Source: an optimization exercise on an open RTL-to-GDS flow (aim: small area). Production flows keep margins and buffers that such runs may drop.
Only simulation tests tie the RTL to the original design; equivalence was not proved.
The clock port is modelled as an ideal driver; clocking choices that lean on that would not hold on a real chip.
Power figures rest on the tool's default switching activity, not on a simulated workload.

==> flow/design.v <==
`timescale 1ns/1ns
`default_nettype none
module crate_mapper
(
	input logic clk,
	input logic reset,
	input logic [16-1:0] fiber,
	input logic [8*16-1:0] channels,
	output logic frame_valid,
	output logic [(18+1)*38-1:0] frame
);
	localparam int NR = 18;
	localparam int NC = 38 - 1;
	localparam int NCH = 8;
	logic [4:0] phase;
	logic collect;
	logic first;
	logic [10-1:0] fiber_id;
	assign collect = (phase >= 5'd1) && (phase <= 5'd16);
	assign first = (phase == 5'd1);
	always_ff @(posedge clk)
	begin
		if (reset)
		begin
			phase <= 5'd0;
		end
		else if (phase == 5'd0)
		begin
			if (fiber == 16'hAAAA)
			begin
				phase <= 5'd1;
			end
		end
		else if (phase == 5'd18)
		begin
			phase <= 5'd0;
		end
		else
		begin
			phase <= phase + 5'd1;
		end
	end
	always_ff @(posedge clk)
	begin
		if (reset || phase != 5'd17)
		begin
			frame_valid <= 1'b0;
			fiber_id <= '0;
		end
		else
		begin
			frame_valid <= 1'b1;
			fiber_id <= fiber[10-1:0];
		end
	end
	logic [NCH*NR-1:0] row_hot;
	logic [NCH*NC-1:0] col_hot;
	genvar g_ch, g_r, g_c;
	generate
		for (g_ch = 0; g_ch < NCH; g_ch++)
		begin : g_chan
			logic [15:0] word;
			logic take;
			logic [1:0] row_s2;
			logic [3:0] row_s1;
			logic [3:0] row_s0;
			logic [2:0] col_s2;
			logic [3:0] col_s1;
			logic [3:0] col_s0;
			assign word = channels[g_ch*16 +: 16];
			assign take = collect && word[12];
			for (g_r = 0; g_r < 4; g_r++)
			begin : g_s
				assign row_s1[g_r] = (word[3:2] == 2'(g_r));
				assign row_s0[g_r] = (word[1:0] == 2'(g_r));
				assign col_s1[g_r] = (word[9:8] == 2'(g_r));
				assign col_s0[g_r] = (word[7:6] == 2'(g_r));
			end
			for (g_r = 0; g_r < 2; g_r++)
			begin : g_rs2
				assign row_s2[g_r] = take && (word[5:4] == 2'(g_r));
			end
			for (g_c = 0; g_c < 3; g_c++)
			begin : g_cs2
				assign col_s2[g_c] = (word[11:10] == 2'(g_c));
			end
			for (g_r = 0; g_r < NR; g_r++)
			begin : g_rd
				crate_line_and u_row
				(
					.a (row_s2[g_r / 16]),
					.b (row_s1[(g_r / 4) % 4]),
					.c (row_s0[g_r % 4]),
					.y (row_hot[g_ch*NR + g_r])
				);
			end
			for (g_c = 0; g_c < NC; g_c++)
			begin : g_cd
				crate_line_and u_col
				(
					.a (col_s2[g_c / 16]),
					.b (col_s1[(g_c / 4) % 4]),
					.c (col_s0[g_c % 4]),
					.y (col_hot[g_ch*NC + g_c])
				);
			end
		end
	endgenerate
	generate
		for (g_r = 0; g_r < NR; g_r++)
		begin : g_row
			assign frame[g_r*38] = 1'b0;
			for (g_c = 0; g_c < NC; g_c++)
			begin : g_col
				logic [NCH-1:0] rh;
				logic [NCH-1:0] ch;
				for (g_ch = 0; g_ch < NCH; g_ch++)
				begin : g_sel
					assign rh[g_ch] = row_hot[g_ch*NR + g_r];
					assign ch[g_ch] = col_hot[g_ch*NC + g_c];
				end
				crate_map_cell u_cell
				(
					.clk (clk),
					.keep (~first),
					.frame_valid (frame_valid),
					.row_hot (rh),
					.col_hot (ch),
					.frame_bit (frame[g_r*38 + g_c + 1])
				);
			end
		end
	endgenerate
	assign frame[721] = frame_valid;
	assign frame[720:710] = frame_valid ? 11'h400 : 11'h000;
	assign frame[709:700] = fiber_id;
	assign frame[699:684] = frame_valid ? 16'hAAAA : 16'h0000;
endmodule
`default_nettype wire
`default_nettype none
module crate_map_cell
(
	input logic clk,
	input logic keep,
	input logic frame_valid,
	input logic [8-1:0] row_hot,
	input logic [8-1:0] col_hot,
	output logic frame_bit
);
	logic q;
	logic [2:0] none;
	crate_and_or3_n u_g0
	(
		.a ({row_hot[2:0]}),
		.b ({col_hot[2:0]}),
		.y_n (none[0])
	);
	crate_and_or3_n u_g1
	(
		.a ({row_hot[5:3]}),
		.b ({col_hot[5:3]}),
		.y_n (none[1])
	);
	crate_and_or3_n u_g2
	(
		.a ({row_hot[7:6], q}),
		.b ({col_hot[7:6], keep}),
		.y_n (none[2])
	);
	always_ff @(posedge clk)
	begin
		q <= ~&none;
	end
	assign frame_bit = q & frame_valid;
endmodule
module crate_line_and
(
	input logic a,
	input logic b,
	input logic c,
	output logic y
);
	assign y = a & b & c;
endmodule
module crate_and_or3_n
(
	input logic [2:0] a,
	input logic [2:0] b,
	output logic y_n
);
	assign y_n = ~|(a & b);
endmodule
`default_nettype wire
export LEC_CHECK = 0
export CAP_MARGIN = 30
export CORE_ASPECT_RATIO = 0.8
export CORE_MARGIN = 2
export CORE_UTILIZATION = 42
export SLEW_MARGIN = 30
export SYNTH_HIERARCHICAL = 1
create_clock -name core_clock -period 6.0 [get_ports {clk}]
standard.sh (not shown) runs the stock make flow with config.mk's settings and CLKGATE_MAP_FILE= SYNTH_SCRIPT=/design/flow/synth_recipe.tcl, a recipe that flattens the netlist after the stock synthesis.
==> flow/flow/run.sh <==
#!/bin/bash
# The standard layout with these changes:
#  - port buffers are the minimum-size buf_1 instead of the delay cells
#    buffer_ports picks by default;
#  - after the floorplan, flow/grid.py places the map cells in a regular grid
#    (one tile per map bit) and fixes them, and gives each group of eight map
#    flip-flops a clock buffer of its own, before the standard placement places
#    everything else around them;
#  - clock tree synthesis builds the tree on the clock net only, from the clock
#    port to those leaf buffers and the other flip-flops.
# Each tool's output goes to a log of its own in this folder.
set -euo pipefail
export BUFFER_PORTS_ARGS="-buffer_cell sky130_fd_sc_hd__buf_1"
export PRE_CTS_TCL=$PWD/flow/undont.tcl
export CTS_ARGS="-sink_clustering_enable -repair_clock_nets -sink_clustering_size 12 -sink_clustering_max_diameter 50 -buf_list sky130_fd_sc_hd__clkbuf_8 -clk_nets clk"
R=orfs/results/$FLOW_PLATFORM/crate_mapper/base
bash standard.sh floorplan > standard_floorplan.log 2>&1
openroad -python -exit flow/grid.py $R/2_floorplan.odb $R/2_floorplan.odb > grid.log 2>&1
bash standard.sh finish > standard_finish.log 2>&1
==> flow/flow/grid.py <==
# Places the map cells of crate_mapper in a regular grid before global placement:
# map bit (r, c) gets a tile in row band r and column c, and its six cells
# (flip-flop, three a222oi, nand3, frame and2) are put legally inside the tile and
# marked FIRM so that the placer routes the rest around them.
# usage: openroad -python -exit grid.py IN.odb OUT.odb
import sys, re, bisect
from openroad import Design, Tech
import odb

NR, NC = 18, 37
PAD = 1
LEAF_BUF = "sky130_fd_sc_hd__clkbuf_4"
src, dst = sys.argv[1], sys.argv[2]
tech = Tech()
design = Design(tech)
design.readDb(src)
block = design.getBlock()

rows = sorted(block.getRows(), key=lambda r: r.getOrigin()[1])
site_w = rows[0].getSite().getWidth()
row_h = rows[0].getSite().getHeight()
x0 = rows[0].getOrigin()[0]
nsites = rows[0].getSiteCount()
y0 = rows[0].getOrigin()[1]
nrows = len(rows)

# occupied site intervals per row, from the cells already placed (tap cells)
occ = [[] for _ in rows]
def mark(ri, s, w):
    bisect.insort(occ[ri], (s, s + w))
for inst in block.getInsts():
    if inst.getPlacementStatus() in ("NONE", "UNPLACED"):
        continue
    bb = inst.getBBox()
    ri = (bb.yMin() - y0) // row_h
    s = (bb.xMin() - x0) // site_w
    w = -(-(bb.xMax() - bb.xMin()) // site_w)
    if 0 <= ri < nrows:
        mark(ri, s, w)

def free(ri, s, w):
    if s < 0 or s + w > nsites:
        return False
    iv = occ[ri]
    k = bisect.bisect_left(iv, (s + w, -1))
    if k > 0 and iv[k - 1][1] > s:
        return False
    return True

def find(ri, st, w, span):
    for d in range(span):
        for s in (st - d, st + d):
            if free(ri, s, w):
                return s
    return None

def place(inst, xt, yt):
    w = -(-inst.getMaster().getWidth() // site_w)
    rt = int((yt - y0) // row_h)
    st = int(round((xt - x0) / site_w - w / 2))
    best = None
    for dr in range(0, 12):
        for ri in {rt - dr, rt + dr}:
            if not 0 <= ri < nrows:
                continue
            s = find(ri, st - PAD, w + 2 * PAD, 60)
            if s is not None:
                s += PAD
            if s is None:
                continue
            cost = abs(s - st) * site_w + abs(ri - rt) * row_h
            if best is None or cost < best[0]:
                best = (cost, ri, s)
        if best is not None and best[0] <= dr * row_h:
            break
    if best is None:
        raise SystemExit("no room for " + inst.getName())
    _, ri, s = best
    # keep one free site on each side of a map cell
    mark(ri, s - PAD, w + 2 * PAD)
    row = rows[ri]
    inst.setOrient(row.getOrient())
    inst.setLocation(x0 + s * site_w, row.getOrigin()[1])
    inst.setPlacementStatus("FIRM")

def driver(net):
    for it in net.getITerms():
        if it.isOutputSignal():
            return it.getInst()
    return None

def iterm(inst, name):
    for it in inst.getITerms():
        if it.getMTerm().getName() == name:
            return it
    return None

core = block.getCoreArea()
cw = (core.xMax() - core.xMin()) / NC
ch = (core.yMax() - core.yMin()) / NR
pat = re.compile(r"g_row\\?\[(\d+)\\?\]\.g_col\\?\[(\d+)\\?\]\.u_cell\.q")
bits = []
for inst in list(block.getInsts()):
    m = pat.match(inst.getName())
    if not m:
        continue
    r, c = int(m.group(1)), int(m.group(2))
    ff = inst
    nand = driver(iterm(ff, "D").getNet())
    aois = [driver(iterm(nand, p).getNet()) for p in ("A", "B", "C")]
    frame_and = None
    for it in iterm(ff, "Q").getNet().getITerms():
        i = it.getInst()
        if i != ff and i.getMaster().getName().startswith("sky130_fd_sc_hd__and2"):
            frame_and = i
    cells = [ff, nand, frame_and] + aois
    assert all(x is not None for x in cells), inst.getName()
    bits.append((r, c, ff, nand, frame_and, aois))

# Flip-flops gather in groups of eight, four columns wide and two row bands
# high, at the edge the two bands share, so that short clock nets reach them.
GROUP = 4
ff_w = None
for r, c, ff, nand, frame_and, aois in sorted(bits, key=lambda b: (b[0], b[1])):
    if ff_w is None:
        ff_w = ff.getMaster().getWidth()
    g0 = (c // GROUP) * GROUP
    n = min(GROUP, NC - g0)
    gx = core.xMin() + (g0 + n / 2) * cw
    xf = gx + (c - g0 - (n - 1) / 2) * ff_w
    xc = core.xMin() + (c + 0.5) * cw
    yb = core.yMin() + r * ch
    if r % 2 == 0:
        d = -1
        yf = yb + ch - row_h / 2
    else:
        d = 1
        yf = yb + row_h / 2
    # a few free sites between the cells of a tile leave room for pin access
    place(ff, xf, yf)
    place(aois[0], xc - 5.5 * site_w, yf + d * row_h)
    place(aois[1], xc + 5.5 * site_w, yf + d * row_h)
    place(aois[2], xc - 5 * site_w, yf + 2 * d * row_h)
    place(nand, xc + 5 * site_w, yf + 2 * d * row_h)
    place(frame_and, xc, yf + 3 * d * row_h)
print("grid.py: placed", len(bits), "map bits")

# One clock buffer per group of flip-flops, placed between its two rows of
# flip-flops; clock tree synthesis then only has to reach these leaf buffers.
clk = block.findNet("clk")
leaf_master = None
for lib in block.getDataBase().getLibs():
    leaf_master = leaf_master or lib.findMaster(LEAF_BUF)
groups = {}
for r, c, ff, nand, frame_and, aois in bits:
    groups.setdefault((r // 2, c // GROUP), []).append(ff)
for (gr, gc), ffs in sorted(groups.items()):
    buf = odb.dbInst_create(block, leaf_master, "clk_leaf_%d_%d" % (gr, gc))
    net = odb.dbNet_create(block, "clk_leaf_net_%d_%d" % (gr, gc))
    net.setSigType("CLOCK")
    buf.findITerm("A").connect(clk)
    buf.findITerm("X").connect(net)
    for ff in ffs:
        it = iterm(ff, "CLK")
        it.disconnect()
        it.connect(net)
    xs = [ff.getBBox().xMin() + ff.getBBox().getDX() / 2 for ff in ffs]
    ys = [ff.getBBox().yMin() + ff.getBBox().getDY() / 2 for ff in ffs]
    place(buf, sum(xs) / len(xs), sum(ys) / len(ys))
    buf.setDoNotTouch(True)
print("grid.py: placed", len(groups), "clock leaf buffers")
design.writeDb(dst)
==> flow/flow/undont.tcl <==
# Clock tree synthesis has to connect the clock leaf buffers that grid.py added,
# which stay dont-touch through placement so that no buffer removal takes them out.
foreach inst [[ord::get_db_block] getInsts] {
  if {[string match "clk_leaf_*" [$inst getName]]} {
    $inst setDoNotTouch 0
  }
}
Rerun with:
==> flow/flow/run.sh (replaced) <==
#!/bin/bash
# The standard layout with two changes:
#  - port buffers are the minimum-size buf_1 instead of the delay cells
#    buffer_ports picks by default;
#  - after the floorplan, flow/grid.py places the map cells in a regular grid
#    (one tile per map bit) and fixes them, before the standard placement
#    places everything else around them.
# Each tool's output goes to a log of its own in this folder.
set -euo pipefail
export BUFFER_PORTS_ARGS="-buffer_cell sky130_fd_sc_hd__buf_1"
R=orfs/results/$FLOW_PLATFORM/crate_mapper/base
bash standard.sh floorplan > standard_floorplan.log 2>&1
openroad -python -exit flow/grid.py $R/2_floorplan.odb $R/2_floorplan.odb > grid.log 2>&1
bash standard.sh finish > standard_finish.log 2>&1
--- a/flow/flow/grid.py
+++ b/flow/flow/grid.py
@@ -12 +11,0 @@
-LEAF_BUF = "sky130_fd_sc_hd__clkbuf_4"
@@ -147,25 +145,0 @@
-
-# One clock buffer per group of flip-flops, placed between its two rows of
-# flip-flops; clock tree synthesis then only has to reach these leaf buffers.
-clk = block.findNet("clk")
-leaf_master = None
-for lib in block.getDataBase().getLibs():
-    leaf_master = leaf_master or lib.findMaster(LEAF_BUF)
-groups = {}
-for r, c, ff, nand, frame_and, aois in bits:
-    groups.setdefault((r // 2, c // GROUP), []).append(ff)
-for (gr, gc), ffs in sorted(groups.items()):
-    buf = odb.dbInst_create(block, leaf_master, "clk_leaf_%d_%d" % (gr, gc))
-    net = odb.dbNet_create(block, "clk_leaf_net_%d_%d" % (gr, gc))
-    net.setSigType("CLOCK")
-    buf.findITerm("A").connect(clk)
-    buf.findITerm("X").connect(net)
-    for ff in ffs:
-        it = iterm(ff, "CLK")
-        it.disconnect()
-        it.connect(net)
-    xs = [ff.getBBox().xMin() + ff.getBBox().getDX() / 2 for ff in ffs]
-    ys = [ff.getBBox().yMin() + ff.getBBox().getDY() / 2 for ff in ffs]
-    place(buf, sum(xs) / len(xs), sum(ys) / len(ys))
-    buf.setDoNotTouch(True)
-print("grid.py: placed", len(groups), "clock leaf buffers")
Settings changed: CAP_MARGIN 30 to 35, CORE_ASPECT_RATIO 0.8 to 0.6, CORE_UTILIZATION 42 to 30, CTS_BUF_LIST set to sky130_fd_sc_hd__clkbuf_8, CTS_CLUSTER_DIAMETER set to 50, CTS_CLUSTER_SIZE set to 12, SLEW_MARGIN 30 to 35.
removed: flow/flow/undont.tcl
Effect: Synthesized area is unchanged; worst setup slack gains 0.12 ns; die area increases by about 40%; power climbs by 15%; global-route usage fell by 10 points; sequential share of layout area drops by 1.2 points; clock skew goes down by 0.013 ns.

[afterwards: timing with drivers on the ports]
No port has a modelled driver above. Below, the same layouts with a new extraction and two added sets of constraints.
Step 1, drivers: a clkbuf_16 drives clk and a buf_2 each remaining input, both assumed.
Step 2 moves the port delays by t, midway between the first and last clock arrival at a register: inputs arrive t later, outputs are due t later. That takes back most of the time a late clock gives input paths.
Three values: no drivers, after step 1, after step 2; two values: the first two.
run | shift t [ns] | setup slack, ns | pins driven straight from the clock port
the first run | 1.015 | 1.647 / 1.560 / 2.144 | 2
the second run | 0.925 | 1.766 / 1.678 / 2.178 | 1
After both steps setup and hold are still met in every run listed.
